This design comes from an exercise in tuning for a short achievable clock period on the open sky130 flow, not from production work.
Power and IR drop assume default switching activity.

Setup of oak:
## br_predictor_btb
module br_predictor_btb
#(
   parameter  int ENTRIES = 16,
   parameter  int HIST_W  = 4,
   localparam int IDX_W   = $clog2(ENTRIES)
) (
   input  logic              CLK,
   input  logic              nRST,
   input  logic [31:0]       lookup_pc,
   output logic              hit,
   output logic              predict,
   output logic [31:0]       pred_target,
   output logic [HIST_W-1:0] pred_hist,
   input  logic              pc_en,
   input  logic              upd_valid,
   input  logic [31:0]       upd_pc,
   input  logic              upd_taken,
   input  logic [31:0]       upd_target,
   input  logic              upd_pred,
   input  logic [HIST_W-1:0] upd_hist,
   output logic [31:0]       br_count,
   output logic [31:0]       mispred_count
);
For scale: ~3400 cells after synthesis, roughly 1000 flip-flops, about 210 I/O pins, ~48000 µm² of cells after synthesis.
==> module br_predictor_btb, before the edit <==
module br_predictor_btb
#(
   parameter  int ENTRIES = 16,
   parameter  int HIST_W  = 4,
   localparam int IDX_W   = $clog2(ENTRIES)
) (
   input  logic              CLK,
   input  logic              nRST,
   input  logic [31:0]       lookup_pc,
   output logic              hit,
   output logic              predict,
   output logic [31:0]       pred_target,
   output logic [HIST_W-1:0] pred_hist,
   input  logic              pc_en,
   input  logic              upd_valid,
   input  logic [31:0]       upd_pc,
   input  logic              upd_taken,
   input  logic [31:0]       upd_target,
   input  logic              upd_pred,
   input  logic [HIST_W-1:0] upd_hist,
   output logic [31:0]       br_count,
   output logic [31:0]       mispred_count
);
   localparam int TAG_W = 32 - IDX_W - 2;    
   localparam int NLIT  = TAG_W + 1 + IDX_W;        
   localparam int NGRP  = (NLIT + 3) / 4;            
   logic [ENTRIES-1:0] valid;
   logic [TAG_W-1:0]   tags    [ENTRIES];
   logic [31:0]        targets [ENTRIES];
   logic [1:0]         ctr     [ENTRIES];
   logic [IDX_W-1:0]   l_idx, u_idx;
   logic [TAG_W-1:0]   l_tag, u_tag;
   logic               upd;
   assign l_idx = lookup_pc[IDX_W+1:2];
   assign l_tag = lookup_pc[31:IDX_W+2];
   assign u_idx = upd_pc[IDX_W+1:2];
   assign u_tag = upd_pc[31:IDX_W+2];
   assign upd = upd_valid & pc_en;
   logic [IDX_W-1:0]   l_idx_n;
   logic [ENTRIES-1:0] l_a, l_b;   
   assign l_idx_n = ~l_idx;
   for (genvar i = 0; i < ENTRIES; i++) begin : g_lk
      logic [4*NGRP-1:0] e;       
      logic [NGRP-1:0]   n;
      for (genvar k = 0; k < TAG_W; k++) begin : g_x
         bp_xnor2 u_x (.a(l_tag[k]), .b(tags[i][k]), .y(e[k]));
      end
      assign e[TAG_W] = valid[i];
      for (genvar j = 0; j < IDX_W; j++) begin : g_ix
         assign e[TAG_W+1+j] = ((i >> j) & 1) ? l_idx[j] : l_idx_n[j];
      end
      for (genvar g = 0; g < NGRP; g++) begin : g_n
         if (4*g + 3 < NLIT)
            bp_nand4 u_n (.a(e[4*g]), .b(e[4*g+1]), .c(e[4*g+2]), .d(e[4*g+3]), .y(n[g]));
         else
            bp_nand3 u_n (.a(e[4*g]), .b(e[4*g+1]), .c(e[4*g+2]), .y(n[g]));
      end
      bp_nor4 u_a (.a(n[0]), .b(n[1]), .c(n[2]), .d(n[3]), .y(l_a[i]));
      bp_nor4 u_b (.a(n[4]), .b(n[5]), .c(n[6]), .d(n[7]), .y(l_b[i]));
   end
   localparam int NCOPY = 4;
   logic [NCOPY-1:0] h0, h1;
   for (genvar c = 0; c < NCOPY; c++) begin : g_cp
      logic [ENTRIES/2-1:0] pair_n;   
      for (genvar p = 0; p < ENTRIES/2; p++) begin : g_pr
         bp_a22oi u_p (.a1(l_a[2*p]), .a2(l_b[2*p]), .b1(l_a[2*p+1]), .b2(l_b[2*p+1]),
                       .y(pair_n[p]));
      end
      bp_nand4 u_h0 (.a(pair_n[0]), .b(pair_n[1]), .c(pair_n[2]), .d(pair_n[3]), .y(h0[c]));
      bp_nand4 u_h1 (.a(pair_n[4]), .b(pair_n[5]), .c(pair_n[6]), .d(pair_n[7]), .y(h1[c]));
   end
   logic [31:0] l_tgt;
   logic [1:0]  l_ctr;
   assign l_tgt = targets[l_idx];
   assign l_ctr = ctr[l_idx];
   bp_or2  u_hitg (.a(h0[0]), .b(h1[0]), .y(hit));
   bp_o21a u_pred (.a1(h0[NCOPY-1]), .a2(h1[NCOPY-1]), .b(l_ctr[1]), .y(predict));
   for (genvar b = 0; b < 32; b++) begin : g_tg
      bp_o21a u_t (.a1(h0[b/(32/NCOPY)]), .a2(h1[b/(32/NCOPY)]), .b(l_tgt[b]), .y(pred_target[b]));
   end
   assign pred_hist = '0;
   logic [ENTRIES-1:0] u_sel, u_hit, u_alloc, u_tgt_we;
   always_comb begin
      for (int i = 0; i < ENTRIES; i++) begin
         u_sel[i]    = upd && (u_idx == IDX_W'(i));
         u_hit[i]    = valid[i] && (tags[i] == u_tag);
         u_alloc[i]  = u_sel[i] & ~u_hit[i];
         u_tgt_we[i] = u_sel[i] & (~u_hit[i] | upd_taken);
      end
   end
   always_ff @(posedge CLK or negedge nRST) begin
      if (!nRST) valid <= '0;
      else       valid <= valid | u_alloc;
   end
   always_ff @(posedge CLK) begin
      for (int i = 0; i < ENTRIES; i++) begin
         if (u_alloc[i])  tags[i]    <= u_tag;
         if (u_tgt_we[i]) targets[i] <= upd_target;
         if (u_sel[i]) begin
            if (!u_hit[i]) ctr[i] <= upd_taken ? bp_pkg::WEAK_T : bp_pkg::WEAK_NT;
            else           ctr[i] <= bp_pkg::sat_next(bp_pkg::counter_t'(ctr[i]), upd_taken);
         end
      end
   end
   logic unused_bits;
   assign unused_bits = ^{lookup_pc[1:0], upd_pc[1:0], upd_hist};
   always_ff @(posedge CLK or negedge nRST) begin
      if (!nRST) begin
         br_count      <= '0;
         mispred_count <= '0;
      end else if (upd) begin
         if (br_count != bp_pkg::STAT_MAX) br_count <= br_count + 32'd1;
         if ((upd_pred != upd_taken) && (mispred_count != bp_pkg::STAT_MAX))
            mispred_count <= mispred_count + 32'd1;
      end
   end
endmodule
Settings: LEC_CHECK=0, CAP_MARGIN=20, CORE_MARGIN=2, CORE_UTILIZATION=40, SETUP_SLACK_MARGIN=3.5, SLEW_MARGIN=20, SYNTH_HIERARCHICAL=1, TNS_END_PERCENT=10; clock period 7.0 ns.
standard.sh (not shown) runs the stock make flow with config.mk's settings and CLKGATE_MAP_FILE= SYNTH_SCRIPT=/design/flow/synth_recipe.tcl, a recipe that flattens the netlist after the stock synthesis.
==> flow/flow/run.sh <==
#!/bin/bash
# The standard layout, with the lookup's pins grouped on one stretch of the
# top edge (flow/io.tcl, read by ORFS's floorplan step through IO_CONSTRAINTS)
# and timing-driven global placement weighting its critical nets harder.
set -euo pipefail
cd "$(dirname "$0")/.."
bash standard.sh "IO_CONSTRAINTS=$PWD/flow/io.tcl" \
  "GLOBAL_PLACEMENT_ARGS=-timing_driven_net_weight_max 8 -timing_driven_nets_percentage 15" \
  finish > standard.log 2>&1
Other scripts of this flow, unchanged in this note and not shown: flow/flow/io.tcl
oak reached the final stage; the timing, design-rule and antenna checks on its layout passed.
Input changes introduced in pine (baseline for comparison: oak):
--- a/flow/design.v
+++ b/flow/design.v
@@ -44,4 +44,16 @@
    assign y = (a1 | a2) & b;
 endmodule
+module bp_dec2 (input logic [1:0] a, output logic [3:0] y);
+   assign y[0] = ~a[1] & ~a[0];
+   assign y[1] = ~a[1] &  a[0];
+   assign y[2] =  a[1] & ~a[0];
+   assign y[3] =  a[1] &  a[0];
+endmodule
+module bp_and2 (input logic a, b, output logic y);
+   assign y = a & b;
+endmodule
+module bp_xor2 (input logic a, b, output logic y);
+   assign y = a ^ b;
+endmodule
 module br_predictor_btb
 #(
@@ -68,8 +80,8 @@
 );
    localparam int TAG_W = 32 - IDX_W - 2;    
-   localparam int NLIT  = TAG_W + 1 + IDX_W;        
-   localparam int NGRP  = (NLIT + 3) / 4;            
+   localparam int NGRP  = (TAG_W + 2 + 3) / 4;   
    logic [ENTRIES-1:0] valid;
    logic [TAG_W-1:0]   tags    [ENTRIES];
+   logic [TAG_W-1:0]   tags_ln [ENTRIES];   
    logic [31:0]        targets [ENTRIES];
    logic [1:0]         ctr     [ENTRIES];
@@ -82,25 +94,23 @@
    assign u_tag = upd_pc[31:IDX_W+2];
    assign upd = upd_valid & pc_en;
-   logic [IDX_W-1:0]   l_idx_n;
+   logic [3:0]         l_dlo, l_dhi;
+   logic [ENTRIES-1:0] l_vd;
    logic [ENTRIES-1:0] l_a, l_b;   
-   assign l_idx_n = ~l_idx;
+   bp_dec2 u_dlo (.a(l_idx[1:0]), .y(l_dlo));
+   bp_dec2 u_dhi (.a(l_idx[3:2]), .y(l_dhi));
    for (genvar i = 0; i < ENTRIES; i++) begin : g_lk
       logic [4*NGRP-1:0] e;       
       logic [NGRP-1:0]   n;
       for (genvar k = 0; k < TAG_W; k++) begin : g_x
-         bp_xnor2 u_x (.a(l_tag[k]), .b(tags[i][k]), .y(e[k]));
+         bp_xor2 u_x (.a(l_tag[k]), .b(tags_ln[i][k]), .y(e[k]));
       end
-      assign e[TAG_W] = valid[i];
-      for (genvar j = 0; j < IDX_W; j++) begin : g_ix
-         assign e[TAG_W+1+j] = ((i >> j) & 1) ? l_idx[j] : l_idx_n[j];
-      end
+      bp_and2 u_vd (.a(valid[i]), .b(l_dlo[i%4]), .y(l_vd[i]));
+      assign e[TAG_W]   = l_vd[i];
+      assign e[TAG_W+1] = l_dhi[i/4];
       for (genvar g = 0; g < NGRP; g++) begin : g_n
-         if (4*g + 3 < NLIT)
-            bp_nand4 u_n (.a(e[4*g]), .b(e[4*g+1]), .c(e[4*g+2]), .d(e[4*g+3]), .y(n[g]));
-         else
-            bp_nand3 u_n (.a(e[4*g]), .b(e[4*g+1]), .c(e[4*g+2]), .y(n[g]));
+         bp_nand4 u_n (.a(e[4*g]), .b(e[4*g+1]), .c(e[4*g+2]), .d(e[4*g+3]), .y(n[g]));
       end
       bp_nor4 u_a (.a(n[0]), .b(n[1]), .c(n[2]), .d(n[3]), .y(l_a[i]));
-      bp_nor4 u_b (.a(n[4]), .b(n[5]), .c(n[6]), .d(n[7]), .y(l_b[i]));
+      bp_nor3 u_b (.a(n[4]), .b(n[5]), .c(n[6]), .y(l_b[i]));
    end
    localparam int NCOPY = 4;
@@ -141,4 +151,5 @@
       for (int i = 0; i < ENTRIES; i++) begin
          if (u_alloc[i])  tags[i]    <= u_tag;
+         if (u_alloc[i])  tags_ln[i] <= ~u_tag;
          if (u_tgt_we[i]) targets[i] <= upd_target;
          if (u_sel[i]) begin
### Flow results
- oak ended up with pred_target[16] as its end point of the critical path; pine ended up with pred_target[5].
- pine | status: complete | timing, DRC, antenna: pass
- pine against oak: overall track demand over capacity in global routing -6.2 points; total wire length -6900 µm; cell internal power dissipation +32%; number of nets in the layout +354.
- Looking at count of instances resized after the clock tree is built across oak and pine, the one that comes out higher is pine.
No run of this note included a check of the RTL's function; only the layout flow was run.

==> port drivers added, routing unchanged <==
The flow's constraints put no driver on any port. The routed layouts listed below were extracted and timed again, unchanged, in two steps. Step 1, drivers: a clkbuf_16 drives CLK and a buf_2 each remaining input, both assumed. Step 2, shift: input delay + t, output delay - t, t = (earliest + latest rising clock arrival at the registers) / 2. This alone moves slack from input paths to output paths. Three values: ideal ports, drivers, drivers and shift; two values: the first two.
run	t, ns	slack for setup (ns)	clock arrival spread, ns	worst slew at a driven data input, ns
oak	0.772	2.056 / 1.840 / 1.840	0.037 / 0.037	0.38
pine	0.873	2.089 / 1.853 / 1.853	0.048 / 0.048	0.31
After both steps every run listed still meets setup and hold. For pine, which loses most, drivers alone change the setup slack by -0.236 ns; drivers and shift together by -0.236 ns.
